This design comes from an exercise in tuning for a short achievable clock period and few clock cycles on the open sky130 flow, not from production work. Only simulation tests tie the RTL to the original design; equivalence was not proved. Power figures rest on the tool's default switching activity, not on a simulated workload.

==> design/flow/design.v <==
`default_nettype none
`timescale 1ns/100ps
package mips_pkg;
  localparam int xlen       = 32;   
  localparam int reg_addr_w = 5;    
  localparam logic [5:0] op_rtype = 6'h00;
  localparam logic [5:0] op_beq   = 6'h04;
  localparam logic [5:0] op_bne   = 6'h05;
  localparam logic [5:0] op_addi  = 6'h08;
  localparam logic [5:0] op_addiu = 6'h09;
  localparam logic [5:0] op_ori   = 6'h0d;
  localparam logic [5:0] op_lui   = 6'h0f;
  localparam logic [5:0] op_lw    = 6'h23;
  localparam logic [5:0] op_sw    = 6'h2b;
  localparam logic [5:0] f_add  = 6'h20;
  localparam logic [5:0] f_addu = 6'h21;
  localparam logic [5:0] f_sub  = 6'h22;
  localparam logic [5:0] f_subu = 6'h23;
  localparam logic [5:0] f_and  = 6'h24;
  localparam logic [5:0] f_or   = 6'h25;
  localparam logic [5:0] f_slt  = 6'h2a;
  typedef struct packed {
    logic regwrite;    
    logic uses_rs;     
    logic uses_rt;     
    logic alusrc;      
    logic load;
    logic store;
    logic branch;
    logic branch_ne;
    logic op_add;      
    logic op_sub;
    logic op_and;
    logic op_or;
    logic op_slt;
  } ctrl_t;
endpackage
`default_nettype wire
`timescale 1ns/100ps
`default_nettype none
import mips_pkg::*;
module alu (
  input  logic [mips_pkg::xlen-1:0] a,
  input  logic [mips_pkg::xlen-1:0] b,
  input  logic                      op_add,
  input  logic                      op_sub,
  input  logic                      op_and,
  input  logic                      op_or,
  input  logic                      op_slt,
  output logic [mips_pkg::xlen-1:0] result
);
  logic [xlen-1:0] bx, sum;
  logic            less;
  assign bx   = (op_sub | op_slt) ? ~b : b;
  assign sum  = a + bx + xlen'(op_sub | op_slt);
  assign less = (a[xlen-1] ^ b[xlen-1]) ? a[xlen-1] : sum[xlen-1];
  assign result = ({xlen{op_add | op_sub}} & sum)
                | ({xlen{op_and}} & (a & b))
                | ({xlen{op_or}}  & (a | b))
                | {{(xlen-1){1'b0}}, op_slt & less};
endmodule
`default_nettype wire
`timescale 1ns/100ps
`default_nettype none
import mips_pkg::*;
module register_file (
  input  logic                            clk,
  input  logic                            reset,
  input  logic                            we,
  input  logic [mips_pkg::reg_addr_w-1:0] ra1,
  input  logic [mips_pkg::reg_addr_w-1:0] ra2,
  input  logic [mips_pkg::reg_addr_w-1:0] wa,
  input  logic [mips_pkg::xlen-1:0]       wd,
  output logic [mips_pkg::xlen-1:0]       rd1,
  output logic [mips_pkg::xlen-1:0]       rd2
);
  logic [xlen-1:0] regs [1:31];   
  always_ff @(posedge clk)
  begin
    if (reset)
    begin
      for (int i = 1; i < 32; i++)
        regs[i] <= '0;
    end
    else if (we)
      regs[wa] <= wd;   
  end
  assign rd1 = (ra1 == '0) ? '0 : (we && (wa == ra1)) ? wd : regs[ra1];
  assign rd2 = (ra2 == '0) ? '0 : (we && (wa == ra2)) ? wd : regs[ra2];
endmodule
`default_nettype wire
`timescale 1ns/100ps
`default_nettype none
import mips_pkg::*;
module hazard_unit (
  input  logic                            ex_regwrite,
  input  logic                            ex_load,
  input  logic [mips_pkg::reg_addr_w-1:0] ex_dst,
  input  logic [mips_pkg::reg_addr_w-1:0] id_rs,
  input  logic [mips_pkg::reg_addr_w-1:0] id_rt,
  input  logic                            id_uses_rs,
  input  logic                            id_uses_rt,
  input  logic                            id_alusrc,
  output logic                            fwd_a,
  output logic                            fwd_b,
  output logic                            fwd_sd,
  output logic                            stall
);
  logic hit_rs, hit_rt;
  assign hit_rs = ex_regwrite && (ex_dst == id_rs);
  assign hit_rt = ex_regwrite && (ex_dst == id_rt);
  assign fwd_a  = hit_rs;
  assign fwd_b  = hit_rt && !id_alusrc;
  assign fwd_sd = hit_rt;
  assign stall  = ex_load && ((hit_rs && id_uses_rs) || (hit_rt && id_uses_rt));
endmodule
`default_nettype wire
`timescale 1ns/100ps
`default_nettype none
import mips_pkg::*;
module control_decoder (
  input  logic [31:0]       instr,
  output mips_pkg::ctrl_t   ctrl,
  output logic [4:0]        dst,
  output logic [31:0]       imm
);
  logic [5:0] opcode, funct;
  logic [4:0] dst_raw;
  logic       wr;
  assign opcode = instr[31:26];
  assign funct  = instr[5:0];
  always_comb
  begin
    ctrl    = '0;   
    wr      = 1'b0;
    dst_raw = instr[20:16];
    case (opcode)
      op_rtype:
      begin
        dst_raw = instr[15:11];
        case (funct)
          f_add, f_addu: begin wr = 1'b1; ctrl.op_add = 1'b1; end
          f_sub, f_subu: begin wr = 1'b1; ctrl.op_sub = 1'b1; end
          f_and:         begin wr = 1'b1; ctrl.op_and = 1'b1; end
          f_or:          begin wr = 1'b1; ctrl.op_or  = 1'b1; end
          f_slt:         begin wr = 1'b1; ctrl.op_slt = 1'b1; end
          default:       ;
        endcase
        ctrl.uses_rs = wr;
        ctrl.uses_rt = wr;
      end
      op_lw:
      begin
        wr           = 1'b1;
        ctrl.uses_rs = 1'b1;
        ctrl.alusrc  = 1'b1;
        ctrl.load    = 1'b1;
        ctrl.op_add  = 1'b1;
      end
      op_sw:
      begin
        ctrl.uses_rs = 1'b1;
        ctrl.alusrc  = 1'b1;
        ctrl.store   = 1'b1;
        ctrl.op_add  = 1'b1;
      end
      op_beq, op_bne:
      begin
        ctrl.uses_rs   = 1'b1;
        ctrl.uses_rt   = 1'b1;
        ctrl.branch    = (instr[15:0] != 16'h0);   
        ctrl.branch_ne = opcode[0];
      end
      op_addi, op_addiu, op_lui:
      begin
        wr           = 1'b1;
        ctrl.uses_rs = 1'b1;
        ctrl.alusrc  = 1'b1;
        ctrl.op_add  = 1'b1;
      end
      op_ori:
      begin
        wr           = 1'b1;
        ctrl.uses_rs = 1'b1;
        ctrl.alusrc  = 1'b1;
        ctrl.op_or   = 1'b1;
      end
      default: ;
    endcase
    ctrl.regwrite = wr && (dst_raw != 5'd0);
  end
  assign dst = dst_raw;
  always_comb
  begin
    if (opcode == op_lui)
      imm = {instr[15:0], 16'h0};
    else if (opcode == op_ori)
      imm = {16'h0, instr[15:0]};
    else
      imm = {{16{instr[15]}}, instr[15:0]};
  end
endmodule
`default_nettype wire
`timescale 1ns/100ps
`default_nettype none
import mips_pkg::*;
module mips_pipeline #(
  parameter logic [mips_pkg::xlen-1:0] reset_pc = '0
) (
  input  logic                      clk,
  input  logic                      reset,
  output logic [mips_pkg::xlen-1:0] pc,
  input  logic [mips_pkg::xlen-1:0] instr,
  output logic                      memwrite,
  output logic [mips_pkg::xlen-1:0] memaddr,
  output logic [mips_pkg::xlen-1:0] memwritedata,
  input  logic [mips_pkg::xlen-1:0] memreaddata
);
  localparam int bw = 10;   
  logic            d_valid;
  logic [31:0]     d_instr;
  logic [31:0]     d_pc4;
  logic            d_pred;
  mips_pkg::ctrl_t e_ctrl;
  logic [31:0]     e_a, e_b, e_sd;
  logic            e_fa, e_fb, e_fsd;
  logic [4:0]      e_dst;
  logic [31:0]     e_alt;    
  logic            e_pred;
  logic            m_regwrite, m_load, m_store;
  logic [31:0]     m_result, m_sd;
  logic [4:0]      m_dst;
  logic [31:0]     pc_plus4, f_target;
  logic            f_pred, f_fits, f_taken_guess;
  logic [bw:0]     f_lo;
  logic [31:bw+2]  pc_hi_p1, pc_hi_m1;
  logic            redirect, stall;
  logic [31:0]     redirect_pc;
  assign pc_plus4 = pc + 32'd4;
  assign f_taken_guess = (instr[31:27] == 5'b00010) &&
                         (instr[26] ^ (instr[25:21] == instr[20:16]));
  assign f_fits = (instr[15:bw-1] == '0) || (instr[15:bw-1] == '1);
  assign f_pred = f_taken_guess && f_fits;
  assign f_lo     = {1'b0, pc[bw+1:2]} + {1'b0, instr[bw-1:0]} + (bw+1)'(1);
  assign pc_hi_p1 = pc[31:bw+2] + 1'b1;
  assign pc_hi_m1 = pc[31:bw+2] - 1'b1;
  always_comb
  begin
    case ({f_lo[bw], instr[15]})
      2'b10:   f_target[31:bw+2] = pc_hi_p1;
      2'b01:   f_target[31:bw+2] = pc_hi_m1;
      default: f_target[31:bw+2] = pc[31:bw+2];
    endcase
    f_target[bw+1:0] = {f_lo[bw-1:0], pc[1:0]};
  end
  always_ff @(posedge clk)
  begin
    if (reset)
      pc <= reset_pc;
    else if (redirect)
      pc <= redirect_pc;
    else if (!stall)
      pc <= f_pred ? f_target : pc_plus4;
  end
  always_ff @(posedge clk)
  begin
    if (!stall)
    begin
      d_valid <= 1'b1;
      d_instr <= instr;
      d_pc4   <= pc_plus4;
      d_pred  <= f_pred;
    end
    if (reset || redirect)
      d_valid <= 1'b0;
  end
  mips_pkg::ctrl_t dec_ctrl, id_ctrl;
  logic [4:0]      id_dst, id_rs, id_rt;
  logic [31:0]     id_imm, id_rs_val, id_rt_val, id_target, m_value;
  logic            id_fa, id_fb, id_fsd, hz_stall;
  assign id_rs = d_instr[25:21];
  assign id_rt = d_instr[20:16];
  control_decoder u_dec (
    .instr (d_instr),
    .ctrl  (dec_ctrl),
    .dst   (id_dst),
    .imm   (id_imm)
  );
  assign id_ctrl = d_valid ? dec_ctrl : '0;
  assign m_value = m_load ? memreaddata : m_result;
  register_file u_rf (
    .clk   (clk),
    .reset (reset),
    .we    (m_regwrite),
    .ra1   (id_rs),
    .ra2   (id_rt),
    .wa    (m_dst),
    .wd    (m_value),
    .rd1   (id_rs_val),
    .rd2   (id_rt_val)
  );
  hazard_unit u_hz (
    .ex_regwrite (e_ctrl.regwrite),
    .ex_load     (e_ctrl.load),
    .ex_dst      (e_dst),
    .id_rs       (id_rs),
    .id_rt       (id_rt),
    .id_uses_rs  (id_ctrl.uses_rs),
    .id_uses_rt  (id_ctrl.uses_rt),
    .id_alusrc   (id_ctrl.alusrc),
    .fwd_a       (id_fa),
    .fwd_b       (id_fb),
    .fwd_sd      (id_fsd),
    .stall       (hz_stall)
  );
  assign stall = hz_stall;
  assign id_target = d_pc4 + {id_imm[29:0], 2'b00};
  always_ff @(posedge clk)
  begin
    e_a    <= id_rs_val;
    e_b    <= id_ctrl.alusrc ? id_imm : id_rt_val;
    e_sd   <= id_rt_val;
    e_fa   <= id_fa;
    e_fb   <= id_fb;
    e_fsd  <= id_fsd;
    e_dst  <= id_dst;
    e_alt  <= d_pred ? d_pc4 : id_target;
    e_pred <= d_pred;
    e_ctrl <= id_ctrl;
    if (reset || redirect || stall)
      e_ctrl <= '0;   
  end
  logic [31:0] ex_a, ex_b, ex_result, ex_sd;
  logic        ex_eq, ex_taken;
  assign ex_a  = e_fa ? m_result : e_a;
  assign ex_b  = e_fb ? m_result : e_b;
  assign ex_sd = e_fsd ? m_value : e_sd;
  alu u_alu (
    .a      (ex_a),
    .b      (ex_b),
    .op_add (e_ctrl.op_add),
    .op_sub (e_ctrl.op_sub),
    .op_and (e_ctrl.op_and),
    .op_or  (e_ctrl.op_or),
    .op_slt (e_ctrl.op_slt),
    .result (ex_result)
  );
  assign ex_eq       = (ex_a == ex_b);
  assign ex_taken    = ex_eq ^ e_ctrl.branch_ne;
  assign redirect    = e_ctrl.branch && (ex_taken != e_pred);
  assign redirect_pc = e_alt;
  always_ff @(posedge clk)
  begin
    m_result   <= ex_result;
    m_sd       <= ex_sd;
    m_dst      <= e_dst;
    m_regwrite <= e_ctrl.regwrite;
    m_load     <= e_ctrl.load;
    m_store    <= e_ctrl.store;
    if (reset)
    begin
      m_regwrite <= 1'b0;
      m_load     <= 1'b0;
      m_store    <= 1'b0;
    end
  end
  assign memwrite     = m_store;
  assign memaddr      = m_result;
  assign memwritedata = m_sd;
endmodule
`default_nettype wire
==> design/flow/run.sh <==
#!/bin/bash
# synth_recipe.tcl (not shown) runs the flow's synth.tcl, then flattens the netlist and writes it again
# the make line also repeats each setting of config.mk as NAME=value (left out here)
make -C /OpenROAD-flow-scripts/flow DESIGN_CONFIG=/design/flow/config.mk WORK_HOME=/design/flow/orfs CLKGATE_MAP_FILE= SYNTH_SCRIPT=/design/flow/synth_recipe.tcl finish
==> design/flow/config.mk <==
export PLATFORM = sky130hd
export DESIGN_NAME = mips_pipeline
export DESIGN_NICKNAME = mips_pipeline
export VERILOG_FILES = /design/flow/design.v
export SDC_FILE = /design/flow/constraint.sdc
export NUM_CORES = 4
export LEC_CHECK = 0
export CAP_MARGIN = 20
export CORE_MARGIN = 2
export CORE_UTILIZATION = 40
export SLEW_MARGIN = 20
==> design/flow/constraint.sdc <==
create_clock -name core_clock -period 6.5 [get_ports {clk}]
set_input_delay 1.3000 -clock core_clock [delete_from_list [all_inputs] [get_ports {clk}]]
set_output_delay 1.3000 -clock core_clock [all_outputs]
set_load 0.01 [all_outputs]
==> flow_metrics.env, run 1 <==
export IMPL_die_w_um=422.9
export IMPL_clkTransAtPathRegs_ps=60
export IMPL_p_int_w=0.01569
export IMPL_power_switching_w=0.005275
export IMPL_hold_violations=0
export IMPL_period_share_pct=86.42
export IMPL_post_cts_setup_buffer_count=0
export IMPL_worstPathArrival_ps=6330
export IMPL_gr_total_overflow=0
export IMPL_holdPathEnd="e_alt[0]$_DFF_P_"
export IMPL_synth_edf_count=1089
export IMPL_placementRows=153
export IMPL_grt_use_total_pct=25.72
export IMPL_synth_main_ff_cell="edfxtp_1"
export IMPL_holdCritPathClass="reg2reg"
export IMPL_crit_fanout=4
export IMPL_power_leakage_nw=27.43
export IMPL_min_delay_start="d_pc4[0]$_DFFE_PN_"
export IMPL_num_vias=47490
export IMPL_final_common_cell="nor2_1"
export IMPL_r2r_start="pc[2]$_SDFFE_PP0P_"
export IMPL_ff2ff_path_depth=23
export IMPL_worstReg2RegEnd="pc[30]$_SDFFE_PP0P_"
export IMPL_hold_depth=0
export IMPL_clock_root_buffer="clkbuf_16"
export IMPL_drive_gt1_share_pct=21.84
export IMPL_slowest_stage="clkdlybuf4s50_1"
export IMPL_final_nets=5502
export IMPL_place_gp_congestion=0.8729
export IMPL_grt_pass1_wl_um=333800
export IMPL_stdcell_area_um2=79860
export IMPL_multi_input_area_um2=30540
export IMPL_swShare_pct=25.16
export IMPL_rsz0062_at_grt="false"
export IMPL_fmax_mhz=178.0
export IMPL_seq_area_um2=37990
export IMPL_core_area_um2=174000
export IMPL_seqPwrFrac_pct=47.4
export IMPL_dpl_instance_area_um2=74990
export IMPL_cp_required_ps=7210
export IMPL_async_flop_share_pct=0
export IMPL_instances_no_fill=7731
export IMPL_crit_family="compound AO/OA/AOI/OAI gates"
export IMPL_max_stage_delay_ps=430
export IMPL_drt_wirelength_per_cell_um=30.19
export IMPL_grt_antenna_before_repair=11
export IMPL_ys_seq_area_share_pct=54.07
export IMPL_max_cap_violations=0
export IMPL_combPwrFrac_pct=11.8
export IMPL_synth_cell_area_um2=70180
export IMPL_path_buf_inv=5
export IMPL_r2r_setup_slack_ps=1410
export IMPL_initial_core_util_pct=40.33
export IMPL_cts_inserted_buffers=149
export IMPL_synth_area_leaders="edfxtp_1 (47%), mux4_2 (21%), dfxtp_1 (7.5%)"
export IMPL_cts_tree="done"
export IMPL_dieHeight_um=422.9
export IMPL_clock_path_buffers=3
export IMPL_fin_worst_skew_ps=37.73
export IMPL_cts_hold_buf=0
export IMPL_htree_levels=4
export IMPL_grt_max_degree=123
export IMPL_period_needed_ps=5618
export IMPL_fin_util_pct=45.89
export IMPL_clock_latency_ps=800
export IMPL_area_growth_pct=13.79
export IMPL_slew_viol_final=0
export IMPL_wl_um=233400
export IMPL_avgSynthCellArea_um2=13.36
export IMPL_yosys_area_top_type="edfxtp_1"
export IMPL_pwr_share_clk_pct=40.7
export IMPL_setup_viol_count_final=0
export IMPL_fill_cells=15210
export IMPL_via_per_inst=6.142
export IMPL_drt_first_pass_iters=6
export IMPL_io_pins=163
export IMPL_port_buffers=162
export IMPL_syn_instance_count=5252
export IMPL_synth_top_area_share_pct=46.59
export IMPL_drcViolationCount=0
export IMPL_tightest_slew_ps=1133
export IMPL_netlist_cell_type_count=81
export IMPL_vdd_drop_max_uv=242.6
export IMPL_synth_seq_cells=1351
export IMPL_slew_headroom_pct=24.41
export IMPL_die_area_um2=178800
export IMPL_post_place_cells=7453
export IMPL_drtAntennaViolNets=0
export IMPL_worst_setup_path_end_kind="register"
export IMPL_yosysWarnings=3
export IMPL_path_cells="clkdlybuf4s50_1, inv_1, ha_1, inv_1, fa_1, a21o_1, a21oi_1, o21bai_1, a2111oi_0, nor2_1, a21o_1, a21oi_1, buf_4, ha_1, inv_1, fa_1, nor2b_1, o21ai_0, a21oi_1, o2111ai_1, a31oi_1, o21ai_0, xor2_1, a211oi_1"
export IMPL_final_cell_mix="nor2_1 (1155), edfxtp_1 (1089), mux4_2 (640)"
export IMPL_cp_startpoint="instr[0]"
export IMPL_cts_repair_resized=0
export IMPL_dr_first_iter_drc_count=6156
export IMPL_power_density_nw_per_um2=262.5
export IMPL_cts_sinks=1351
export IMPL_status="timing/DRC/antenna clean"
export IMPL_place_detailed_hpwl_um=146000
export IMPL_first_global_vias=47160
export IMPL_setup_tns_ps=0
export IMPL_critical_path_class="in2reg"
export IMPL_crit_path_start_kind="input pin"
cells by family after synthesis:
| logic type | Yosys count | share of synthesized area, % |
|---|---|---|
| adder cells (fa/ha/maj) | 157 | 2.842 |
| multiplexers | 793 | 22.78 |
| flip-flops | 1351 | 54.07 |
| XOR/XNOR | 159 | 1.984 |
| buffers and inverters | 589 | 3.271 |
| AO/OA/AOI/OAI | 556 | 5.256 |
| AND/OR/NAND/NOR | 1647 | 9.798 |
power by group through the flow:
stage | registers [W] | clock network, W | logic [W]
floorplan | 0.00999 | 0 | 0.00161
global placement | 0.0101 | 0 | 0.00243
detailed placement | 0.0101 | 0 | 0.00245
CTS | 0.00994 | 0.00861 | 0.00246
global route | 0.00998 | 0.00894 | 0.00263
finish | 0.00995 | 0.00854 | 0.00248
Yosys cell counts (5+ instances only):
cell type and n:
clkbuf_1 353, buf_1 44, buf_2 46, ha_1 153, a21o_1 49, and3_1 21
a211oi_1 110, mux2i_1 119, nand2b_1 18, mux2_2 33, o21bai_1 10, dfxtp_1 262
and2_1 7, or3_1 7, o211ai_1 13, nor2b_1 80, a21boi_0 6, nand2_1 218
a21oi_1 139, edfxtp_1 1089, o21ai_0 102, mux4_2 640, nor2_1 1159, inv_1 139
a31oi_1 13, xnor2_1 74, o22ai_1 5, o21a_1 19, a311oi_1 5, xor2_1 85
and4_1 6, o221ai_1 32, nand3_1 34, nand4_1 18, nor3_1 19, nor4_1 25
o31ai_1 6, nor3b_1 12
area by class of cell:
class	count	share of cell area, %
Tap cell	2325	3.643
Timing Repair Buffer	325	3.791
Antenna cell	2	0.006267
Multi-Input combinational cell	3312	38.24
Inverter	140	0.6580
Clock buffer	194	5.154
Clock inverter	82	0.9369
Sequential cell	1351	47.57
routing by layer:
metal | up-vias | routed length (um) | part of all wire (%) | track usage [%]
li1 | 19860 | - | - | -
met3 | 463 | 23510 | 10 | 5.585
met5 | - | 29 | 0.012 | 0
met1 | 24560 | 88590 | 38 | 33.68
met2 | 2596 | 112700 | 48 | 42.14
met4 | 6 | 8572 | 3.7 | 9.292
flip-flops by register name, indices dropped and copies added, names as in the netlist, 5 cells and up, named ones only:
register / cells
e_ctrl: 10
pc: 32
d_pc4: 32
e_b: 32
e_alt: 32
d_instr: 32
u_rf.regs: 1024
m_result: 32
e_a: 32
m_sd: 32
m_dst: 5
e_sd: 32
e_dst: 5
worst max-delay path by stage:
stage / to / slack [ps] / cells past startpoint
floorplan: pc[24]$_SDFFE_PP0P_ / 940 / 23
global placement: pc[28]$_SDFFE_PP0P_ / 90 / 24
detailed placement: pc[30]$_SDFFE_PP0P_ / 150 / 24
CTS: pc[30]$_SDFFE_PP0P_ / 1000 / 24
global route: pc[31]$_SDFFE_PP0P_ / 460 / 26
finish: pc[30]$_SDFFE_PP0P_ / 880 / 24
per-stage QoR:
step,hold slack (ps),power (W),worst slack (ps)
2_1_floorplan,323.3,0.01160,943.8
3_5_place_dp,331.6,0.01257,154.4
3_3_place_gp,332.0,0.01253,93.62
5_1_grt,363.3,0.02154,461.0
6_report,342.4,0.02097,882.5
4_1_cts,344.9,0.02101,1001
Testbench counts, summed over its fixed seeds: cycles 51,992.
==> run 2, diff against run 1 <==
--- a/design/flow/config.mk
+++ b/design/flow/config.mk
@@ -5,7 +5,9 @@
 export SDC_FILE = /design/flow/constraint.sdc
 export NUM_CORES = 4
 export LEC_CHECK = 0
+export ABC_CLOCK_PERIOD_IN_PS = 2500
 export CAP_MARGIN = 20
 export CORE_MARGIN = 2
 export CORE_UTILIZATION = 40
+export SETUP_SLACK_MARGIN = 3.5
 export SLEW_MARGIN = 20
==> run 2 against run 1 <==
  * Sequential cell count is the same
  * Worst setup slack gained 1000 ps
  * Critical path depth grew 1
  * Cell count grew 2.8%
  * Power grew 3.9%
  * Via count grew 5.4%
  * Clock skew shrank 8.0 ps
  * Highest routed layer is now met4
  * Sequential share of layout area shrank 3.1 points
  * Clock-buffer cell count shrank 9
  * Area after synthesis is the same
  * Die area is the same
  * Global-route usage grew 2.1 points
==> flow_metrics.env, run 2 <==
export IMPL_status="timing/DRC/antenna clean"
export IMPL_place_gp_congestion=0.8890
export IMPL_htree_levels=4
export IMPL_r2r_setup_slack_ps=1990
export IMPL_slew_headroom_pct=30.91
export IMPL_drt_wirelength_per_cell_um=32.81
export IMPL_power_leakage_nw=30.01
export IMPL_synth_seq_cells=1351
export IMPL_first_global_vias=48940
export IMPL_ys_seq_area_share_pct=54.07
export IMPL_grt_use_total_pct=27.87
export IMPL_grt_pass1_wl_um=356600
export IMPL_dr_first_iter_drc_count=6638
export IMPL_initial_core_util_pct=40.33
export IMPL_die_w_um=422.9
export IMPL_crit_path_start_kind="input pin"
export IMPL_setup_tns_ps=0
export IMPL_setup_ws_ps=1896
export IMPL_max_cap_violations=0
export IMPL_drcViolationCount=0
export IMPL_vdd_drop_max_uv=233.9
export IMPL_hold_violations=0
export IMPL_crit_family="compound AO/OA/AOI/OAI gates"
export IMPL_clock_path_buffers=3
export IMPL_grt_max_degree=65
export IMPL_wl_um=260700
export IMPL_yosysWarnings=3
export IMPL_synth_cell_area_um2=70180
export IMPL_cts_inserted_buffers=149
export IMPL_clkTransAtPathRegs_ps=60
export IMPL_final_cell_mix="nor2_1 (1142), edfxtp_1 (1089), mux4_2 (640)"
export IMPL_dieHeight_um=422.9
export IMPL_cp_required_ps=7210
export IMPL_port_buffers=162
export IMPL_synth_main_ff_cell="edfxtp_1"
export IMPL_worst_setup_path_end_kind="register"
export IMPL_power_density_nw_per_um2=253.8
export IMPL_drive_gt1_share_pct=31.16
export IMPL_rsz0062_at_grt="true"
export IMPL_drtAntennaViolNets=0
export IMPL_synth_edf_count=1089
export IMPL_setup_viol_count_final=0
export IMPL_synth_top_area_share_pct=46.59
export IMPL_critical_path_class="in2reg"
export IMPL_netlist_cell_type_count=81
export IMPL_cts_tree="done"
export IMPL_gr_total_overflow=0
export IMPL_yosysMostFrequentCell="nor2_1"
export IMPL_period_share_pct=70.84
export IMPL_final_common_cell="nor2_1"
export IMPL_via_per_inst=6.300
export IMPL_clock_root_buffer="clkbuf_16"
export IMPL_largest_register="u_rf.regs"
export IMPL_slowest_stage="fa_2"
export IMPL_final_nets=5719
export IMPL_fmax_mhz=217.2
export IMPL_cts_hold_buf=0
export IMPL_max_stage_delay_ps=360
export IMPL_largest_reg_flops=1024
export IMPL_num_vias=50060
export IMPL_placementRows=153
export IMPL_clock_latency_ps=810
export IMPL_syn_instance_count=5252
export IMPL_avgSynthCellArea_um2=13.36
export IMPL_synth_area_leaders="edfxtp_1 (47%), mux4_2 (21%), dfxtp_1 (7.5%)"
export IMPL_fin_worst_skew_ps=29.71
export IMPL_worstPathArrival_ps=5310
export IMPL_slew_viol_final=0
export IMPL_async_flop_share_pct=0
export IMPL_cts_sinks=1351
export IMPL_period_needed_ps=4605
export IMPL_dp_slack_ps=314.3
export IMPL_tightest_slew_ps=1036
export IMPL_grt_antenna_before_repair=10
export IMPL_yosys_area_top_type="edfxtp_1"
export IMPL_ys_top_cells_by_count="nor2_1 (1159), edfxtp_1 (1089), mux4_2 (640)"
export IMPL_place_detailed_hpwl_um=142300
export IMPL_area_growth_pct=22.25
export IMPL_io_pins=163
export IMPL_drt_first_pass_iters=6
export IMPL_die_area_um2=178800
export IMPL_holdCritPathClass="reg2reg"
export IMPL_core_area_um2=174000
export IMPL_crit_fanout=6
export IMPL_path_buf_inv=5
run 2: final cells by class:
| cell class | instances | area [um2] |
|---|---|---|
| Antenna cell | 3 | 7.507 |
| Clock buffer | 185 | 3935 |
| Clock inverter | 87 | 1050 |
| Fill cell | 14580 | 88220 |
| Inverter | 140 | 559.3 |
| Multi-Input combinational cell | 3340 | 33590 |
| Sequential cell | 1351 | 38160 |
| Tap cell | 2325 | 2909 |
| Timing Repair Buffer | 514 | 5592 |
run 2: metrics by stage:
stage / utilization, % / cell area (um2) / power, W / hold WS (ps) / std cells
3_3_place_gp: 43.22 / 75220 / 0.01257 / 335.7 / 7414
6_report: 49.30 / 85800 / 0.02178 / 349.3 / 7945
4_1_cts: 48.22 / 83900 / 0.02155 / 354.5 / 7859
2_1_floorplan: - / 70950 / 0.01164 / 323.3 / 5252
3_5_place_dp: 43.26 / 75270 / 0.01260 / 335.4 / 7417
5_1_grt: 49.30 / 85790 / 0.02230 / 356.9 / 7943
run 2: power breakdown:
group / switching [W] / leakage (nW) / internal [W]
logic: 0.00168 / 14.1 / 0.00137
clock network: 0.00371 / 2.43 / 0.00509
registers: 0.000250 / 13.4 / 0.00967
run 2: kinds of logic (layout without fill, tap and decap cells):
family	after synthesis	after routing	share of synthesized area [%]
AOI/OAI and AO/OA	556	556	5.256
other	0	3	0
adders and majority gates	157	157	2.842
buffers and inverters	589	926	3.271
muxes	793	793	22.78
DFF	1351	1351	54.07
and+or+nand+nor	1647	1675	9.798
xor gates and xnor gates	159	159	1.984
run 2: layer usage:
layer  track usage, %  vias to the layer above  routed length, um
li1                 -                    20350                  -
met2            46.10                     3397             124800
met5                0                        -                  0
met1            34.61                    25570              91040
met3            6.401                      738              29920
met4            13.15                        0              14940
run 2: repair_timing:
| action | in CTS | in global routing |
|---|---|---|
| buffers inserted | 147 | 62 |
| setup endpoints to repair | 1565 | 1008 |
| gates cloned | 23 | 20 |
| pin swaps | 118 | 134 |
| resized for setup | 545 | 196 |
run 2: final timing paths:
kind	startpoint	to	cells past startpoint
worst max-delay path	instr[0]	pc[22]$_SDFFE_PP0P_	25
worst min register to register	d_pc4[1]$_DFFE_PN_	e_alt[1]$_DFF_P_	0
worst max register to register	pc[2]$_SDFFE_PP0P_	pc[22]$_SDFFE_PP0P_	24
worst min-delay path	d_pc4[1]$_DFFE_PN_	e_alt[1]$_DFF_P_	0
==> run 3, diff against run 2 <==
--- a/design/flow/design.v
+++ b/design/flow/design.v
@@ -29,7 +29,7 @@
     logic branch;
     logic branch_ne;
     logic op_add;      
-    logic op_sub;
+    logic op_sub;      
     logic op_and;
     logic op_or;
     logic op_slt;
@@ -39,22 +39,68 @@
 `timescale 1ns/100ps
 `default_nettype none
 import mips_pkg::*;
+module ks_adder #(
+  parameter int n      = 32,
+  parameter int levels = 5     
+) (
+  input  logic [n-1:0] a,
+  input  logic [n-1:0] b,
+  input  logic         cin,
+  output logic [n-1:0] s,
+  output logic         cout
+);
+  logic [n-1:0] p0, g0;
+  logic [n-1:0] gl [0:levels];
+  logic [n-1:0] pl [0:levels];
+  assign p0 = a ^ b;
+  assign g0 = a & b;
+  always_comb
+  begin
+    gl[0] = g0;
+    pl[0] = p0;
+    gl[0][0] = g0[0] | (p0[0] & cin);
+    for (int l = 0; l < levels; l++)
+    begin
+      for (int i = 0; i < n; i++)
+      begin
+        if (i >= (1 << l))
+        begin
+          gl[l+1][i] = gl[l][i] | (pl[l][i] & gl[l][i-(1<<l)]);
+          pl[l+1][i] = pl[l][i] & pl[l][i-(1<<l)];
+        end
+        else
+        begin
+          gl[l+1][i] = gl[l][i];
+          pl[l+1][i] = pl[l][i];
+        end
+      end
+    end
+  end
+  assign s    = p0 ^ {gl[levels][n-2:0], cin};
+  assign cout = gl[levels][n-1];
+endmodule
 module alu (
   input  logic [mips_pkg::xlen-1:0] a,
   input  logic [mips_pkg::xlen-1:0] b,
   input  logic                      op_add,
-  input  logic                      op_sub,
+  input  logic                      op_sub,    
   input  logic                      op_and,
   input  logic                      op_or,
   input  logic                      op_slt,
   output logic [mips_pkg::xlen-1:0] result
 );
   logic [xlen-1:0] bx, sum;
-  logic            less;
-  assign bx   = (op_sub | op_slt) ? ~b : b;
-  assign sum  = a + bx + xlen'(op_sub | op_slt);
+  logic            less, cout;
+  assign bx = op_sub ? ~b : b;
+  ks_adder #(.n(xlen)) u_add (
+    .a    (a),
+    .b    (bx),
+    .cin  (op_sub),
+    .s    (sum),
+    .cout (cout)
+  );
   assign less = (a[xlen-1] ^ b[xlen-1]) ? a[xlen-1] : sum[xlen-1];
-  assign result = ({xlen{op_add | op_sub}} & sum)
+  assign result = ({xlen{op_add}} & sum)
                 | ({xlen{op_and}} & (a & b))
                 | ({xlen{op_or}}  & (a | b))
                 | {{(xlen-1){1'b0}}, op_slt & less};
@@ -140,10 +186,10 @@
         dst_raw = instr[15:11];
         case (funct)
           f_add, f_addu: begin wr = 1'b1; ctrl.op_add = 1'b1; end
-          f_sub, f_subu: begin wr = 1'b1; ctrl.op_sub = 1'b1; end
+          f_sub, f_subu: begin wr = 1'b1; ctrl.op_add = 1'b1; ctrl.op_sub = 1'b1; end
           f_and:         begin wr = 1'b1; ctrl.op_and = 1'b1; end
           f_or:          begin wr = 1'b1; ctrl.op_or  = 1'b1; end
-          f_slt:         begin wr = 1'b1; ctrl.op_slt = 1'b1; end
+          f_slt:         begin wr = 1'b1; ctrl.op_sub = 1'b1; ctrl.op_slt = 1'b1; end
           default:       ;
         endcase
         ctrl.uses_rs = wr;
@@ -241,26 +287,36 @@
                          (instr[26] ^ (instr[25:21] == instr[20:16]));
   assign f_fits = (instr[15:bw-1] == '0) || (instr[15:bw-1] == '1);
   assign f_pred = f_taken_guess && f_fits;
-  assign f_lo     = {1'b0, pc[bw+1:2]} + {1'b0, instr[bw-1:0]} + (bw+1)'(1);
+  ks_adder #(.n(bw), .levels(4)) u_flo (
+    .a    (pc[bw+1:2]),
+    .b    (instr[bw-1:0]),
+    .cin  (1'b1),
+    .s    (f_lo[bw-1:0]),
+    .cout (f_lo[bw])
+  );
   assign pc_hi_p1 = pc[31:bw+2] + 1'b1;
   assign pc_hi_m1 = pc[31:bw+2] - 1'b1;
-  always_comb
-  begin
-    case ({f_lo[bw], instr[15]})
-      2'b10:   f_target[31:bw+2] = pc_hi_p1;
-      2'b01:   f_target[31:bw+2] = pc_hi_m1;
-      default: f_target[31:bw+2] = pc[31:bw+2];
-    endcase
-    f_target[bw+1:0] = {f_lo[bw-1:0], pc[1:0]};
-  end
+  logic f_up, f_dn, f_same_hi;
+  assign f_up      = f_lo[bw] & ~instr[15];
+  assign f_dn      = ~f_lo[bw] & instr[15];
+  assign f_same_hi = ~(f_up | f_dn);
+  assign f_target  = {({(30-bw){f_up}} & pc_hi_p1) | ({(30-bw){f_dn}} & pc_hi_m1) |
+                      ({(30-bw){f_same_hi}} & pc[31:bw+2]),
+                      f_lo[bw-1:0], pc[1:0]};
+  logic sel_redir, sel_hold, sel_tgt, sel_seq;
+  logic [31:0] pc_next;
+  assign sel_redir = redirect;
+  assign sel_hold  = ~redirect & stall;
+  assign sel_tgt   = ~redirect & ~stall & f_pred;
+  assign sel_seq   = ~redirect & ~stall & ~f_pred;
+  assign pc_next   = ({32{sel_redir}} & redirect_pc) | ({32{sel_hold}} & pc) |
+                     ({32{sel_tgt}} & f_target) | ({32{sel_seq}} & pc_plus4);
   always_ff @(posedge clk)
   begin
     if (reset)
       pc <= reset_pc;
-    else if (redirect)
-      pc <= redirect_pc;
-    else if (!stall)
-      pc <= f_pred ? f_target : pc_plus4;
+    else
+      pc <= pc_next;
   end
   always_ff @(posedge clk)
   begin
@@ -314,7 +370,14 @@
     .stall       (hz_stall)
   );
   assign stall = hz_stall;
-  assign id_target = d_pc4 + {id_imm[29:0], 2'b00};
+  ks_adder #(.n(30), .levels(5)) u_tgt (
+    .a    (d_pc4[31:2]),
+    .b    (id_imm[29:0]),
+    .cin  (1'b0),
+    .s    (id_target[31:2]),
+    .cout ()
+  );
+  assign id_target[1:0] = d_pc4[1:0];
   always_ff @(posedge clk)
   begin
     e_a    <= id_rs_val;
==> design/flow/config.mk (replaced) <==
export PLATFORM = sky130hd
export DESIGN_NAME = mips_pipeline
export DESIGN_NICKNAME = mips_pipeline
export VERILOG_FILES = /design/flow/design.v
export SDC_FILE = /design/flow/constraint.sdc
export NUM_CORES = 4
export LEC_CHECK = 0
export CAP_MARGIN = 20
export CORE_MARGIN = 2
export CORE_UTILIZATION = 40
export SETUP_SLACK_MARGIN = 4
export SLEW_MARGIN = 20
==> run 3 against run 2 <==
  * Highest routed layer is now met5
  * First-iteration DRC count up 28%
  * Worst setup slack gained 870 ps
  * Largest power group unchanged
  * Area after synthesis grew 0.52%
  * Clock power is 2.5% lower
  * Still clean
  * Maximum frequency up 23%
==> flow_metrics.env, run 3 <==
export IMPL_period_needed_ps=3730
export IMPL_place_gp_congestion=0.8931
export IMPL_power_leakage_nw=33.53
export IMPL_synth_cell_area_um2=70550
export IMPL_syn_instance_count=5328
export IMPL_synth_area_leaders="edfxtp_1 (46%), mux4_2 (20%), dfxtp_1 (7.4%)"
export IMPL_netlist_cell_type_count=80
export IMPL_avgSynthCellArea_um2=13.24
export IMPL_cts_sinks=1351
export IMPL_cts_hold_buf=0
export IMPL_cts_tree="done"
export IMPL_combPwrFrac_pct=16.2
export IMPL_num_vias=53980
export IMPL_clkTransAtPathRegs_ps=60
export IMPL_synth_main_ff_cell="edfxtp_1"
export IMPL_grt_use_total_pct=30.37
export IMPL_grt_antenna_before_repair=5
export IMPL_final_common_cell="nor2_1"
export IMPL_dieHeight_um=424.0
export IMPL_period_share_pct=57.38
export IMPL_drcViolationCount=0
export IMPL_drtAntennaViolNets=0
export IMPL_tightest_slew_ps=1216
export IMPL_largest_register="u_rf.regs"
export IMPL_fin_util_pct=52.92
export IMPL_final_nets=6147
export IMPL_power_total_w=0.02210
export IMPL_die_w_um=424.0
export IMPL_post_place_cells=7477
export IMPL_setup_viol_count_final=0
export IMPL_drt_wirelength_per_cell_um=33.35
export IMPL_gr_total_overflow=0
export IMPL_wl_um=280400
export IMPL_clock_path_buffers=3
export IMPL_placementRows=154
export IMPL_seqPwrFrac_pct=45.0
export IMPL_htree_levels=4
export IMPL_crit_family="buffers and inverters"
export IMPL_min_delay_start="d_pc4[0]$_DFFE_PN_"
export IMPL_pwr_share_clk_pct=38.8
export IMPL_synth_top_area_share_pct=46.35
export IMPL_path_buf_inv=15
export IMPL_grt_busiest_layer="met2"
export IMPL_place_detailed_hpwl_um=144300
export IMPL_io_pins=163
export IMPL_slew_viol_final=0
export IMPL_power_switching_w=0.005813
export IMPL_clock_root_buffer="clkbuf_16"
export IMPL_via_per_inst=6.419
export IMPL_r2r_start="d_instr[31]$_DFFE_PN_"
export IMPL_hold_violations=0
export IMPL_cp_common_cell="buf_6"
export IMPL_cts_inserted_buffers=147
export IMPL_swShare_pct=26.30
export IMPL_worst_setup_path_end_kind="register"
export IMPL_power_density_nw_per_um2=237.6
export IMPL_first_global_vias=52640
export IMPL_area_growth_pct=31.82
export IMPL_crit_path_start_kind="input pin"
export IMPL_instances_no_fill=8409
export IMPL_use_met1_pct=39.66
export IMPL_worstPathArrival_ps=4470
export IMPL_rsz0062_at_grt="true"
export IMPL_slew_headroom_pct=18.96
export IMPL_yosys_area_top_type="edfxtp_1"
export IMPL_synth_edf_count=1089
export IMPL_initial_core_util_pct=40.15
export IMPL_port_buffers=162
export IMPL_ys_top_cells_by_count="nor2_1 (1123), edfxtp_1 (1089), mux4_2 (640)"
export IMPL_yosysMostFrequentCell="nor2_1"
export IMPL_hold_depth=0
export IMPL_largest_reg_flops=1024
export IMPL_r2r_setup_slack_ps=2780
export IMPL_ff2ff_path_depth=16
export IMPL_slowest_stage="fa_2"
export IMPL_max_stage_delay_ps=390
export IMPL_fmax_mhz=268.1
export IMPL_p_int_w=0.01629
export IMPL_grt_max_degree=99
export IMPL_ys_seq_area_share_pct=53.79
export IMPL_grt_use_met2_pct=46.25
export IMPL_cp_required_ps=7240
export IMPL_async_flop_share_pct=0
export IMPL_synth_seq_cells=1351
export IMPL_die_area_um2=179700
export IMPL_status="timing/DRC/antenna clean"
export IMPL_holdCritPathClass="reg2reg"
export IMPL_yosysWarnings=12
export IMPL_worstReg2RegEnd="e_alt[29]$_DFF_P_"
export IMPL_gr_usage_met3_pct=7.247
export IMPL_dr_first_iter_drc_count=8526
export IMPL_core_area_um2=175700
export IMPL_clock_latency_ps=830
export IMPL_vdd_drop_max_uv=243.8
export IMPL_final_cell_mix="nor2_1 (1107), edfxtp_1 (1089), mux4_2 (640)"
export IMPL_drive_gt1_share_pct=41.06
export IMPL_critical_path_class="in2reg"
export IMPL_setup_tns_ps=0
export IMPL_max_cap_violations=0
export IMPL_fin_worst_skew_ps=53.77
export IMPL_crit_fanout=2
export IMPL_holdPathEnd="e_alt[0]$_DFF_P_"
export IMPL_drt_first_pass_iters=8
export IMPL_grt_pass1_wl_um=387700
## run 3: worst max-delay path by stage
stage	from	to	slack (ps)	cells after the start
finish	instr[0]	pc[10]$_SDFF_PP0_	2770	26
global route	e_fb$_DFF_P_	m_result[28]$_DFF_P_	2670	14
global placement	instr[0]	pc[20]$_SDFF_PP0_	1150	20
detailed placement	instr[0]	pc[20]$_SDFF_PP0_	1130	20
floorplan	instr[0]	pc[17]$_SDFF_PP0_	2430	20
CTS	e_fb$_DFF_P_	m_result[28]$_DFF_P_	2860	15
## run 3: cell type report
cell class              instances  area, um2
well taps                    2340       2928
diodes                          3      7.507
repair inverters                2      32.53
fillers                     14130      82730
inverters                     140      554.3
clock buffers                 197       4045
repair buffers                909      11120
flip-flops and latches       1351      38280
multi-input cells            3389      35230
clock inverters                78      799.5
## run 3: cell families (layout without fill, tap and decap cells)
family,count (synthesis),in the layout,synth area share [%]
XOR/XNOR,137,137,1.701
multiplexers,776,776,22.43
adder cells (fa/ha/maj),141,141,2.533
AND/OR/NAND/NOR,1689,1723,10.24
other,0,3,0
AO/OA/AOI/OAI,612,612,5.844
flip-flops,1351,1351,53.79
buffers and inverters,622,1326,3.467
## run 3: power groups by stage
stage | clock, W | combinational (W) | sequential, W
6_report | 0.00858 | 0.00358 | 0.00993
5_1_grt | 0.00895 | 0.00369 | 0.00996
4_1_cts | 0.00859 | 0.00325 | 0.00992
3_5_place_dp | 0 | 0.00248 | 0.0102
3_3_place_gp | 0 | 0.00246 | 0.0101
2_1_floorplan | 0 | 0.00171 | 0.00999
## run 3: per-stage QoR
step	setup WS [ps]	instance area (um2)	hold WS [ps]
after floorplan	2429	72150	323.3
after global placement	1147	75910	325.8
after detailed placement	1134	75910	331.6
after CTS	2861	89930	344.9
after global routing	2671	92990	349.4
final	2770	93000	342.8
## run 3: timing repair
item / in CTS / in global routing
pin swaps: 239 / 191
resized for setup: 1362 / 306
setup endpoints to repair: 1598 / 1149
cloned: 79 / 5
setup buffers: 395 / 174
## run 3: routing by layer
| layer | wire length, um | share of wire, % |
|---|---|---|
| met1 | 99980 | 36 |
| met2 | 126700 | 45 |
| met3 | 34310 | 12 |
| met4 | 19400 | 6.9 |
| met5 | 11 | 0.0039 |
Testbench counts of run 3, summed over its fixed seeds: cycles 51,992.
==> run 4, diff against run 3 <==
--- a/design/flow/design.v
+++ b/design/flow/design.v
@@ -128,8 +128,8 @@
       for (int i = 1; i < 32; i++)
         regs[i] <= '0;
     end
-    else if (we)
-      regs[wa] <= wd;   
+    else if (we && (wa != '0))
+      regs[wa] <= wd;
   end
   assign rd1 = (ra1 == '0) ? '0 : (we && (wa == ra1)) ? wd : regs[ra1];
   assign rd2 = (ra2 == '0) ? '0 : (we && (wa == ra2)) ? wd : regs[ra2];
@@ -262,7 +262,7 @@
   output logic [mips_pkg::xlen-1:0] memwritedata,
   input  logic [mips_pkg::xlen-1:0] memreaddata
 );
-  localparam int bw = 10;   
+  localparam int bw = 6;    
   logic            d_valid;
   logic [31:0]     d_instr;
   logic [31:0]     d_pc4;
@@ -273,44 +273,31 @@
   logic [4:0]      e_dst;
   logic [31:0]     e_alt;    
   logic            e_pred;
+  logic            e_nep;    
   logic            m_regwrite, m_load, m_store;
   logic [31:0]     m_result, m_sd;
   logic [4:0]      m_dst;
-  logic [31:0]     pc_plus4, f_target;
-  logic            f_pred, f_fits, f_taken_guess;
-  logic [bw:0]     f_lo;
-  logic [31:bw+2]  pc_hi_p1, pc_hi_m1;
+  logic [31:0]     pc_plus4;
+  logic            f_pred;
   logic            redirect, stall;
   logic [31:0]     redirect_pc;
-  assign pc_plus4 = pc + 32'd4;
-  assign f_taken_guess = (instr[31:27] == 5'b00010) &&
-                         (instr[26] ^ (instr[25:21] == instr[20:16]));
-  assign f_fits = (instr[15:bw-1] == '0) || (instr[15:bw-1] == '1);
-  assign f_pred = f_taken_guess && f_fits;
-  ks_adder #(.n(bw), .levels(4)) u_flo (
-    .a    (pc[bw+1:2]),
-    .b    (instr[bw-1:0]),
-    .cin  (1'b1),
-    .s    (f_lo[bw-1:0]),
-    .cout (f_lo[bw])
-  );
+  assign pc_plus4 = {pc[31:2] + 30'd1, pc[1:0]};
+  logic [31:0] pc_next;
+  logic [31:bw+2] pc_hi_p1, pc_hi_m1;
   assign pc_hi_p1 = pc[31:bw+2] + 1'b1;
   assign pc_hi_m1 = pc[31:bw+2] - 1'b1;
-  logic f_up, f_dn, f_same_hi;
-  assign f_up      = f_lo[bw] & ~instr[15];
-  assign f_dn      = ~f_lo[bw] & instr[15];
-  assign f_same_hi = ~(f_up | f_dn);
-  assign f_target  = {({(30-bw){f_up}} & pc_hi_p1) | ({(30-bw){f_dn}} & pc_hi_m1) |
-                      ({(30-bw){f_same_hi}} & pc[31:bw+2]),
-                      f_lo[bw-1:0], pc[1:0]};
-  logic sel_redir, sel_hold, sel_tgt, sel_seq;
-  logic [31:0] pc_next;
-  assign sel_redir = redirect;
-  assign sel_hold  = ~redirect & stall;
-  assign sel_tgt   = ~redirect & ~stall & f_pred;
-  assign sel_seq   = ~redirect & ~stall & ~f_pred;
-  assign pc_next   = ({32{sel_redir}} & redirect_pc) | ({32{sel_hold}} & pc) |
-                     ({32{sel_tgt}} & f_target) | ({32{sel_seq}} & pc_plus4);
+  fetch_unit #(.bw(bw)) u_fetch (
+    .pc          (pc),
+    .hi_p1       (pc_hi_p1),
+    .hi_m1       (pc_hi_m1),
+    .pc_plus4    (pc_plus4),
+    .instr       (instr),
+    .redirect    (redirect),
+    .redirect_pc (redirect_pc),
+    .stall       (stall),
+    .pred        (f_pred),
+    .pc_next     (pc_next)
+  );
   always_ff @(posedge clk)
   begin
     if (reset)
@@ -372,7 +359,7 @@
   assign stall = hz_stall;
   ks_adder #(.n(30), .levels(5)) u_tgt (
     .a    (d_pc4[31:2]),
-    .b    (id_imm[29:0]),
+    .b    ({{14{d_instr[15]}}, d_instr[15:0]}),
     .cin  (1'b0),
     .s    (id_target[31:2]),
     .cout ()
@@ -389,6 +376,7 @@
     e_dst  <= id_dst;
     e_alt  <= d_pred ? d_pc4 : id_target;
     e_pred <= d_pred;
+    e_nep  <= id_ctrl.branch_ne ^ d_pred;
     e_ctrl <= id_ctrl;
     if (reset || redirect || stall)
       e_ctrl <= '0;   
@@ -408,9 +396,21 @@
     .op_slt (e_ctrl.op_slt),
     .result (ex_result)
   );
-  assign ex_eq       = (ex_a == ex_b);
+  logic eq_rr, eq_mr, eq_rm;
+  assign eq_rr = (e_a == e_b);
+  assign eq_mr = (m_result == e_b);
+  assign eq_rm = (e_a == m_result);
+  always_comb
+  begin
+    case ({e_fa, e_fb})
+      2'b00:   ex_eq = eq_rr;
+      2'b10:   ex_eq = eq_mr;
+      2'b01:   ex_eq = eq_rm;
+      default: ex_eq = 1'b1;   
+    endcase
+  end
   assign ex_taken    = ex_eq ^ e_ctrl.branch_ne;
-  assign redirect    = e_ctrl.branch && (ex_taken != e_pred);
+  assign redirect    = e_ctrl.branch && (ex_eq ^ e_nep);
   assign redirect_pc = e_alt;
   always_ff @(posedge clk)
   begin
@@ -432,3 +432,49 @@
   assign memwritedata = m_sd;
 endmodule
 `default_nettype wire
+`timescale 1ns/100ps
+`default_nettype none
+module fetch_unit #(
+  parameter int bw = 10
+) (
+  input  logic [31:0] pc,
+  input  logic [31:bw+2] hi_p1,    
+  input  logic [31:bw+2] hi_m1,    
+  input  logic [31:0] pc_plus4,
+  input  logic [31:0] instr,
+  input  logic        redirect,
+  input  logic [31:0] redirect_pc,
+  input  logic        stall,
+  output logic        pred,
+  output logic [31:0] pc_next
+);
+  logic           taken_guess, fits;
+  logic [bw:0]    lo;
+  logic [31:0]    target;
+  logic           up, dn, same_hi;
+  logic           sel_redir, sel_hold, sel_tgt, sel_seq;
+  assign taken_guess = (instr[31:27] == 5'b00010) &&
+                       (instr[26] ^ (instr[25:21] == instr[20:16]));
+  assign fits = (instr[15:bw-1] == '0) || (instr[15:bw-1] == '1);
+  assign pred = taken_guess && fits;
+  ks_adder #(.n(bw), .levels(3)) u_lo (
+    .a    (pc[bw+1:2]),
+    .b    (instr[bw-1:0]),
+    .cin  (1'b1),
+    .s    (lo[bw-1:0]),
+    .cout (lo[bw])
+  );
+  assign up      = lo[bw] & ~instr[15];
+  assign dn      = ~lo[bw] & instr[15];
+  assign same_hi = ~(up | dn);
+  assign target  = {({(30-bw){up}} & hi_p1) | ({(30-bw){dn}} & hi_m1) |
+                    ({(30-bw){same_hi}} & pc[31:bw+2]),
+                    lo[bw-1:0], pc[1:0]};
+  assign sel_redir = redirect;
+  assign sel_hold  = ~redirect & stall;
+  assign sel_tgt   = ~redirect & ~stall & pred;
+  assign sel_seq   = ~redirect & ~stall & ~pred;
+  assign pc_next   = ({32{sel_redir}} & redirect_pc) | ({32{sel_hold}} & pc) |
+                     ({32{sel_tgt}} & target) | ({32{sel_seq}} & pc_plus4);
+endmodule
+`default_nettype wire
==> run 4 against run 3 <==
  * Via count grew 1.5%
  * Power grew 0.92%
  * Routed wire length grew 0.84%
  * Cell count grew 1.3%
  * Worst hold slack gained 11 ps
  * Non-clock buffer count grew 3
  * Sequential cell count shrank 1
  * Register-to-register slack gained 280 ps
  * Global-route usage grew 0.058 points
  * Synthesized cell count grew 1.7%
  * Maximum frequency grew 8.5%
  * Clock skew grew 3.8 ps
  * Critical path type is now reg2reg
  * Critical endpoint is now m_result[25]$_DFF_P_
==> flow_metrics.env, run 4 <==
export IMPL_worstReg2RegEnd="m_result[25]$_DFF_P_"
export IMPL_gr_total_overflow=0
export IMPL_setup_viol_count_final=0
export IMPL_yosysWarnings=12
export IMPL_synth_xor_area_share_pct=2.435
export IMPL_clock_root_buffer="clkbuf_16"
export IMPL_slew_viol_final=0
export IMPL_dieHeight_um=424.5
export IMPL_synth_edf_count=1089
export IMPL_htree_levels=4
export IMPL_drtAntennaViolNets=0
export IMPL_cp_required_ps=7160
export IMPL_rsz0062_at_grt="true"
export IMPL_power_density_nw_per_um2=239.7
export IMPL_period_share_pct=52.89
export IMPL_die_w_um=424.5
export IMPL_slew_headroom_pct=21.87
export IMPL_place_detailed_hpwl_um=148400
export IMPL_yosys_area_share_adder_pct=1.358
export IMPL_r2r_setup_slack_ps=3060
export IMPL_stdcell_area_um2=93070
export IMPL_netlist_cell_type_count=82
export IMPL_max_cap_violations=0
export IMPL_drt_wirelength_per_cell_um=33.19
export IMPL_dpl_instance_area_um2=76000
export IMPL_grt_use_total_pct=30.43
export IMPL_power_leakage_nw=33.20
export IMPL_min_delay_start="d_pc4[0]$_DFFE_PN_"
export IMPL_first_global_vias=53340
export IMPL_fin_worst_skew_ps=57.62
export IMPL_dr_first_iter_drc_count=8428
export IMPL_syn_instance_count=5419
export IMPL_dp_slack_ps=1521
export IMPL_worstPathArrival_ps=4100
export IMPL_wl_um=282800
export IMPL_port_buffers=162
export IMPL_grt_max_degree=69
export IMPL_holdCritPathClass="reg2reg"
export IMPL_fill_cells=14170
export IMPL_area_growth_pct=31.55
export IMPL_period_needed_ps=3438
export IMPL_grt_antenna_before_repair=1
export IMPL_io_pins=163
export IMPL_synth_top_family_by_area="multiplexers"
export IMPL_synth_simple_gate_area_share_pct=11.01
export IMPL_hold_violations=0
export IMPL_clock_path_buffers=3
export IMPL_final_nets=6194
export IMPL_holdWs_ps=353.9
export IMPL_final_common_cell="nor2_1"
export IMPL_status="timing/DRC/antenna clean"
export IMPL_initial_core_util_pct=40.21
export IMPL_final_cell_mix="nor2_1 (1125), edfxtp_1 (1089), mux4_2 (640)"
export IMPL_largest_reg_flops=1024
export IMPL_die_area_um2=180200
export IMPL_holdPathEnd="e_alt[0]$_DFF_P_"
export IMPL_via_per_inst=6.432
export IMPL_drive_gt1_share_pct=39.46
export IMPL_tightest_slew_ps=1172
export IMPL_yosys_area_top_type="edfxtp_1"
export IMPL_fmax_mhz=290.9
export IMPL_ff2ff_path_depth=16
export IMPL_cts_sinks=1350
export IMPL_r2r_start="e_fb$_DFF_P_"
export IMPL_crit_path_start_kind="register"
export IMPL_synth_area_leaders="edfxtp_1 (46%), mux4_2 (20%), dfxtp_1 (7.4%)"
export IMPL_cts_tree="done"
export IMPL_synth_top_area_share_pct=46.23
export IMPL_synth_cell_area_um2=70740
export IMPL_ys_seq_area_share_pct=53.61
export IMPL_synth_main_ff_cell="edfxtp_1"
export IMPL_power_total_w=0.02230
export IMPL_ys_top_cells_by_count="nor2_1 (1135), edfxtp_1 (1089), mux4_2 (640)"
export IMPL_grt_pass1_wl_um=390200
export IMPL_crit_fanout=8
export IMPL_hold_depth=0
export IMPL_yosysMostFrequentCell="nor2_1"
export IMPL_setup_ws_ps=3062
export IMPL_clkTransAtPathRegs_ps=60
export IMPL_clock_latency_ps=820
export IMPL_place_gp_congestion=0.9286
export IMPL_worst_setup_path_end_kind="register"
export IMPL_muxShareOfSynthArea_pct=22.45
export IMPL_drt_first_pass_iters=6
export IMPL_placementRows=154
export IMPL_avgSynthCellArea_um2=13.05
export IMPL_critical_path_class="reg2reg"
export IMPL_cts_inserted_buffers=150
export IMPL_vdd_drop_max_uv=207.1
export IMPL_setup_tns_ps=0
export IMPL_num_vias=54800
export IMPL_drcViolationCount=0
export IMPL_synth_compound_area_share_pct=5.983
export IMPL_synth_seq_cells=1350
export IMPL_async_flop_share_pct=0
export IMPL_largest_register="u_rf.regs"
export IMPL_core_area_um2=175900
run 4: changes by cell type in the layout (fill, tap and decap cells not counted), sizes merged, moves of 11 or more:
| cell | delta |
|---|---|
| nand2 | +20 |
| a221oi | -12 |
| a211oi | +11 |
| a21oi | +27 |
| conb | +32 |
| xor2 | +36 |
| inv | -67 |
| a21o | -27 |
| nor3b | +11 |
| ha | -66 |
| xnor2 | +22 |
| nor2 | +13 |
| nand3 | +40 |
| o21ai | +25 |
run 4: layout make-up:
type	instances	area, um2	share of cell area, %
clock inverters	82	890.9	0.9572
clock buffers	196	4069	4.372
repair buffers	912	11500	12.36
multi-input cells	3556	35020	37.63
flip-flops and latches	1350	38260	41.11
inverters	82	375.4	0.4033
well taps	2340	2928	3.146
diodes	1	2.502	0.002689
repair inverters	1	11.26	0.01210
run 4: cells by family (layout without fill, tap and decap cells):
group           count (synthesis)  count (layout)
flops                        1350            1350
mux                           780             780
buf+inv                       576            1273
compound gates                645             645
fa+ha+maj                      75              75
simple gates                 1797            1829
xor+xnor                      195             195
other cells                     1              33
run 4: how the worst max path moves through the flow:
| stage | cells after the start | endpoint | startpoint | slack, ps |
|---|---|---|---|---|
| floorplan | 18 | pc[10]$_SDFF_PP0_ | instr[0] | 2830 |
| global placement | 18 | pc[23]$_SDFF_PP0_ | instr[0] | 1500 |
| detailed placement | 18 | pc[23]$_SDFF_PP0_ | instr[0] | 1520 |
| CTS | 14 | m_result[30]$_DFF_P_ | e_fb$_DFF_P_ | 3140 |
| global route | 14 | m_result[30]$_DFF_P_ | e_fb$_DFF_P_ | 3000 |
| finish | 16 | m_result[25]$_DFF_P_ | e_fb$_DFF_P_ | 3060 |
run 4: timing repair:
item,4_1_cts,5_1_grt
hold buffers,0,0
hold endpoints to repair,0,0
setup endpoints to repair,2083,776
gates cloned,73,11
gates resized for setup,1328,299
buffers inserted,425,140
pin swaps,193,188
run 4: per-layer routing:
layer	wire length (um)	GRT usage, %	vias up
li1	-	-	21850
met1	101100	39.99	27870
met2	126400	45.86	4176
met3	35360	7.654	906
met4	19870	17.67	0
met5	0	0	-
run 4: stage by stage:
step / instances / util, %
finish: 8520 / 52.90
global route: 8520 / 52.90
CTS: 8366 / 51.35
detailed placement: 7590 / 43.20
global placement: 7589 / 43.19
floorplan: 5450 / -
run 4: report_power, final:
part | switching [W] | internal (W) | total, W | leakage, nW
clock network | 0.00382 | 0.00487 | 0.00869 | 2.40
logic | 0.00181 | 0.00178 | 0.00360 | 17.3
registers | 0.000348 | 0.00967 | 0.0100 | 13.5
run 4: worst max-delay path, stage by stage, from the launching register on:
cell	delay [ps]
dfxtp_4	490
buf_6	150
buf_6	110
mux2_4	340
xnor2_4	180
ha_4	230
a21oi_4	130
nor3b_2	60
o31a_1	250
a211oi_2	190
buf_4	200
o2111a_2	330
buf_6	130
nor2_4	30
a31oi_2	200
xor2_1	170
o21ai_1	80
Testbench counts of run 4, summed over its fixed seeds: cycles 51,992.
==> run 5, diff against run 4 <==
--- a/design/flow/design.v
+++ b/design/flow/design.v
@@ -120,19 +120,21 @@
   output logic [mips_pkg::xlen-1:0]       rd1,
   output logic [mips_pkg::xlen-1:0]       rd2
 );
-  logic [xlen-1:0] regs [1:31];   
+  logic [31:1][xlen-1:0] regs;   
+  logic [31:0][xlen-1:0] view;
   always_ff @(posedge clk)
   begin
-    if (reset)
+    for (int i = 1; i < 32; i++)
     begin
-      for (int i = 1; i < 32; i++)
+      if (reset)
         regs[i] <= '0;
+      else if (we && (wa == 5'(i)))
+        regs[i] <= wd;
     end
-    else if (we && (wa != '0))
-      regs[wa] <= wd;
   end
-  assign rd1 = (ra1 == '0) ? '0 : (we && (wa == ra1)) ? wd : regs[ra1];
-  assign rd2 = (ra2 == '0) ? '0 : (we && (wa == ra2)) ? wd : regs[ra2];
+  assign view = {regs, {xlen{1'b0}}};
+  assign rd1 = (we && (wa == ra1) && (ra1 != '0)) ? wd : view[ra1];
+  assign rd2 = (we && (wa == ra2) && (ra2 != '0)) ? wd : view[ra2];
 endmodule
 `default_nettype wire
 `timescale 1ns/100ps
@@ -274,6 +276,7 @@
   logic [31:0]     e_alt;    
   logic            e_pred;
   logic            e_nep;    
+  logic            e_fac, e_fbc;   
   logic            m_regwrite, m_load, m_store;
   logic [31:0]     m_result, m_sd;
   logic [4:0]      m_dst;
@@ -298,12 +301,14 @@
     .pred        (f_pred),
     .pc_next     (pc_next)
   );
+  logic [31:2] pc_q;
+  assign pc = {pc_q, reset_pc[1:0]};   
   always_ff @(posedge clk)
   begin
     if (reset)
-      pc <= reset_pc;
+      pc_q <= reset_pc[31:2];
     else
-      pc <= pc_next;
+      pc_q <= pc_next[31:2];
   end
   always_ff @(posedge clk)
   begin
@@ -330,6 +335,8 @@
     .imm   (id_imm)
   );
   assign id_ctrl = d_valid ? dec_ctrl : '0;
+  logic dec_branch_any;
+  assign dec_branch_any = d_instr[31:27] == 5'b00010;
   assign m_value = m_load ? memreaddata : m_result;
   register_file u_rf (
     .clk   (clk),
@@ -370,8 +377,10 @@
     e_a    <= id_rs_val;
     e_b    <= id_ctrl.alusrc ? id_imm : id_rt_val;
     e_sd   <= id_rt_val;
-    e_fa   <= id_fa;
-    e_fb   <= id_fb;
+    e_fa   <= id_fa & ~dec_branch_any;
+    e_fb   <= id_fb & ~dec_branch_any;
+    e_fac  <= id_fa & dec_branch_any;
+    e_fbc  <= id_fb & dec_branch_any;
     e_fsd  <= id_fsd;
     e_dst  <= id_dst;
     e_alt  <= d_pred ? d_pc4 : id_target;
@@ -402,7 +411,7 @@
   assign eq_rm = (e_a == m_result);
   always_comb
   begin
-    case ({e_fa, e_fb})
+    case ({e_fac, e_fbc})
       2'b00:   ex_eq = eq_rr;
       2'b10:   ex_eq = eq_mr;
       2'b01:   ex_eq = eq_rm;
==> run 5 against run 4 <==
  * Global-route usage is 0.32 points higher
  * Maximum frequency grew 4.1%
  * Worst setup slack improved by 140 ps
  * Final area decreased by 7.1%
  * Cell count increased by 7.4%
  * Clock power is 2% lower
  * Routed wire length is 2.7% lower
  * Synthesized cell count increased by 21%
  * Die area fell by 5.1%
  * Largest power group is now clock
  * Register-to-register slack gained 140 ps
  * Combinational power is 59% lower
  * Worst hold slack better by 22 ps
==> flow_metrics.env, run 5 <==
export IMPL_avgSynthCellArea_um2=10.25
export IMPL_htree_levels=4
export IMPL_final_nets=6972
export IMPL_dr_first_iter_drc_count=7817
export IMPL_status="timing/DRC/antenna clean"
export IMPL_slew_viol_final=0
export IMPL_slew_headroom_pct=29.22
export IMPL_area_growth_pct=28.94
export IMPL_synth_simple_gate_area_share_pct=10.60
export IMPL_max_cap_violations=0
export IMPL_synth_compound_area_share_pct=17.35
export IMPL_synth_main_ff_cell="dfxtp_1"
export IMPL_hold_depth=0
export IMPL_hold_violations=0
export IMPL_cp_required_ps=7140
export IMPL_largest_register="u_rf.regs"
export IMPL_num_vias=59180
export IMPL_muxShareOfSynthArea_pct=23.82
export IMPL_drt_wirelength_per_cell_um=30.07
export IMPL_crit_path_start_kind="register"
export IMPL_ff2ff_path_depth=13
export IMPL_fill_cells=14180
export IMPL_synth_top_family_by_area="multiplexers"
export IMPL_setup_viol_count_final=0
export IMPL_synth_area_leaders="dfxtp_1 (37%), mux4_2 (19%), a211oi_1 (11%)"
export IMPL_synth_seq_cells=1304
export IMPL_setup_tns_ps=0
export IMPL_synth_top_area_share_pct=37.04
export IMPL_wl_um=275100
export IMPL_holdWs_ps=376.0
export IMPL_fmax_mhz=302.9
export IMPL_syn_instance_count=6541
export IMPL_gr_total_overflow=0
export IMPL_max_stage_delay_ps=440
export IMPL_netlist_cell_type_count=82
export IMPL_rsz0062_at_grt="true"
export IMPL_crit_fanout=9
export IMPL_ys_top_cells_by_count="nor2_1 (1250), dfxtp_1 (1241), a211oi_1 (1012)"
export IMPL_drtAntennaViolNets=0
export IMPL_yosysMostFrequentCell="nor2_1"
export IMPL_drive_gt1_share_pct=33.32
export IMPL_grt_max_degree=197
export IMPL_cts_sinks=1304
export IMPL_clock_root_buffer="clkbuf_16"
export IMPL_port_buffers=160
export IMPL_largest_reg_flops=992
export IMPL_grt_pass1_wl_um=388500
export IMPL_drcViolationCount=0
export IMPL_place_gp_congestion=0.9341
export IMPL_power_density_nw_per_um2=209.2
export IMPL_clock_path_buffers=3
export IMPL_first_global_vias=55890
export IMPL_period_share_pct=50.79
export IMPL_cts_inserted_buffers=145
export IMPL_synth_edf_count=63
export IMPL_core_area_um2=166800
export IMPL_dieHeight_um=413.5
export IMPL_vdd_drop_max_uv=338.5
export IMPL_period_needed_ps=3301
export IMPL_worstPathArrival_ps=3940
export IMPL_initial_core_util_pct=40.20
export IMPL_die_area_um2=171000
export IMPL_worst_setup_path_end_kind="register"
export IMPL_placementRows=150
export IMPL_synth_xor_area_share_pct=2.546
export IMPL_yosys_area_share_adder_pct=1.433
export IMPL_yosysWarnings=12
export IMPL_slowest_stage="dfxtp_4"
export IMPL_final_cell_mix="nor2_1 (1151), dfxtp_1 (1143), a211oi_1 (998)"
export IMPL_synth_cell_area_um2=67080
export IMPL_grt_use_total_pct=30.75
## run 5: changes by cell type in the layout (fill, tap and decap cells not counted), sizes merged, moves of 60 or more
cell / before / now
nor2b: 87 / 27
a21oi: 170 / 250
edfxtp: 1089 / 63
dfxtp: 261 / 1241
a22o: 1 / 62
a211oi: 149 / 1014
mux4: 640 / 572
nor2: 1137 / 1262
buf: 831 / 730
mux2: 49 / 176
## run 5: report_power, final
group / internal [W] / switching [W]
registers: 0.00807 / 0.0000560
clock network: 0.00489 / 0.00362
logic: 0.000643 / 0.000815
total: 0.0136 / 0.00449
## run 5: critical path: cells and delay by family (launching register included)
kind | cells | cell delay, ps
fa+ha+maj | 1 | 330
compound gates | 6 | 1040
flops | 1 | 440
mux | 1 | 380
simple gates | 1 | 260
buf+inv | 2 | 340
xor+xnor | 2 | 330
## run 5: cell type report
type | count | area (um2) | area share (%)
Antenna cell | 3 | 7.507 | 0.008680
Tap cell | 2204 | 2758 | 3.188
Clock buffer | 207 | 4154 | 4.803
Timing Repair inverter | 2 | 20.02 | 0.02315
Clock inverter | 51 | 703.2 | 0.8130
Multi-Input combinational cell | 4500 | 41130 | 47.56
Inverter | 56 | 282.8 | 0.3269
Sequential cell | 1304 | 27030 | 31.25
Timing Repair Buffer | 822 | 10400 | 12.03
## run 5: final timing paths
kind / start / endpoint / slack, ps
worst max-delay path: e_fb$_DFF_P_ / m_result[22]$_DFF_P_ / 3200
worst max register to register: e_fb$_DFF_P_ / m_result[22]$_DFF_P_ / 3200
worst min register to register: e_dst[3]$_DFF_P_ / m_dst[3]$_DFF_P_ / 380
worst min-delay path: e_dst[3]$_DFF_P_ / m_dst[3]$_DFF_P_ / 380
## run 5: routing by layer
| layer | up-vias | part of all wire, % | routed length, um | GRT usage [%] |
|---|---|---|---|---|
| li1 | 25290 | - | - | - |
| met3 | 915 | 11 | 30520 | 7.398 |
| met4 | 12 | 6.9 | 18930 | 18.01 |
| met2 | 3719 | 44 | 120500 | 46.08 |
| met5 | - | 0.027 | 74 | 0 |
| met1 | 29250 | 38 | 105100 | 40.36 |
## run 5: cells by family after synthesis
logic type,Yosys count
other cells,1
flops,1304
mux,859
fa+ha+maj,75
buf+inv,759
simple gates,1715
xor+xnor,195
compound gates,1633
## run 5: per-stage QoR
step           worst slack [ps]  instances  utilization (%)  cell area (um2)  power, W
4_1_cts                    3255       9025            50.24            83830   0.01800
2_1_floorplan              2781       6542                -            67850  0.008955
5_1_grt                    3090       9148            51.84            86490   0.01853
6_report                   3199       9149            51.84            86490   0.01809
3_3_place_gp               1402       8334            42.51            70930  0.009268
3_5_place_dp               1463       8340            42.60            71070  0.009272
## run 5: timing repair
action,4_1_cts,5_1_grt
endpoints found under the setup margin,958,644
cloned,89,20
pin swaps,160,142
endpoints found under the hold margin,0,0
setup buffers,338,101
hold buffers,0,0
resized for setup,1231,307
Testbench counts of run 5, summed over its fixed seeds: cycles 51,992.

re-timing with driven ports:
The flow's constraints put no driver on any port. The routed layouts listed below were extracted and timed again, unchanged, in two steps.
Step 1: set_driving_cell puts a clkbuf_16 on clk and a buf_2 on each other input, an assumption about the parent block.
Step 2, shift: input delay + t, output delay - t, t = (earliest + latest rising clock arrival at the registers) / 2. This alone moves slack from input paths to output paths.
a / b / c = ideal ports / drivers / drivers and shift; a / b = the first two.
run | shift t [ns] | setup WS [ns]
run 1 | 0.877 | 0.882 / 0.944 / 0.068
run 2 | 0.883 | 1.896 / 1.929 / 1.046
run 3 | 0.888 | 2.770 / 2.782 / 1.918
run 4 | 0.886 | 3.062 / 3.062 / 2.442
run 5 | 0.883 | 3.199 / 3.199 / 2.406
After both steps setup and hold are still met in every run listed.
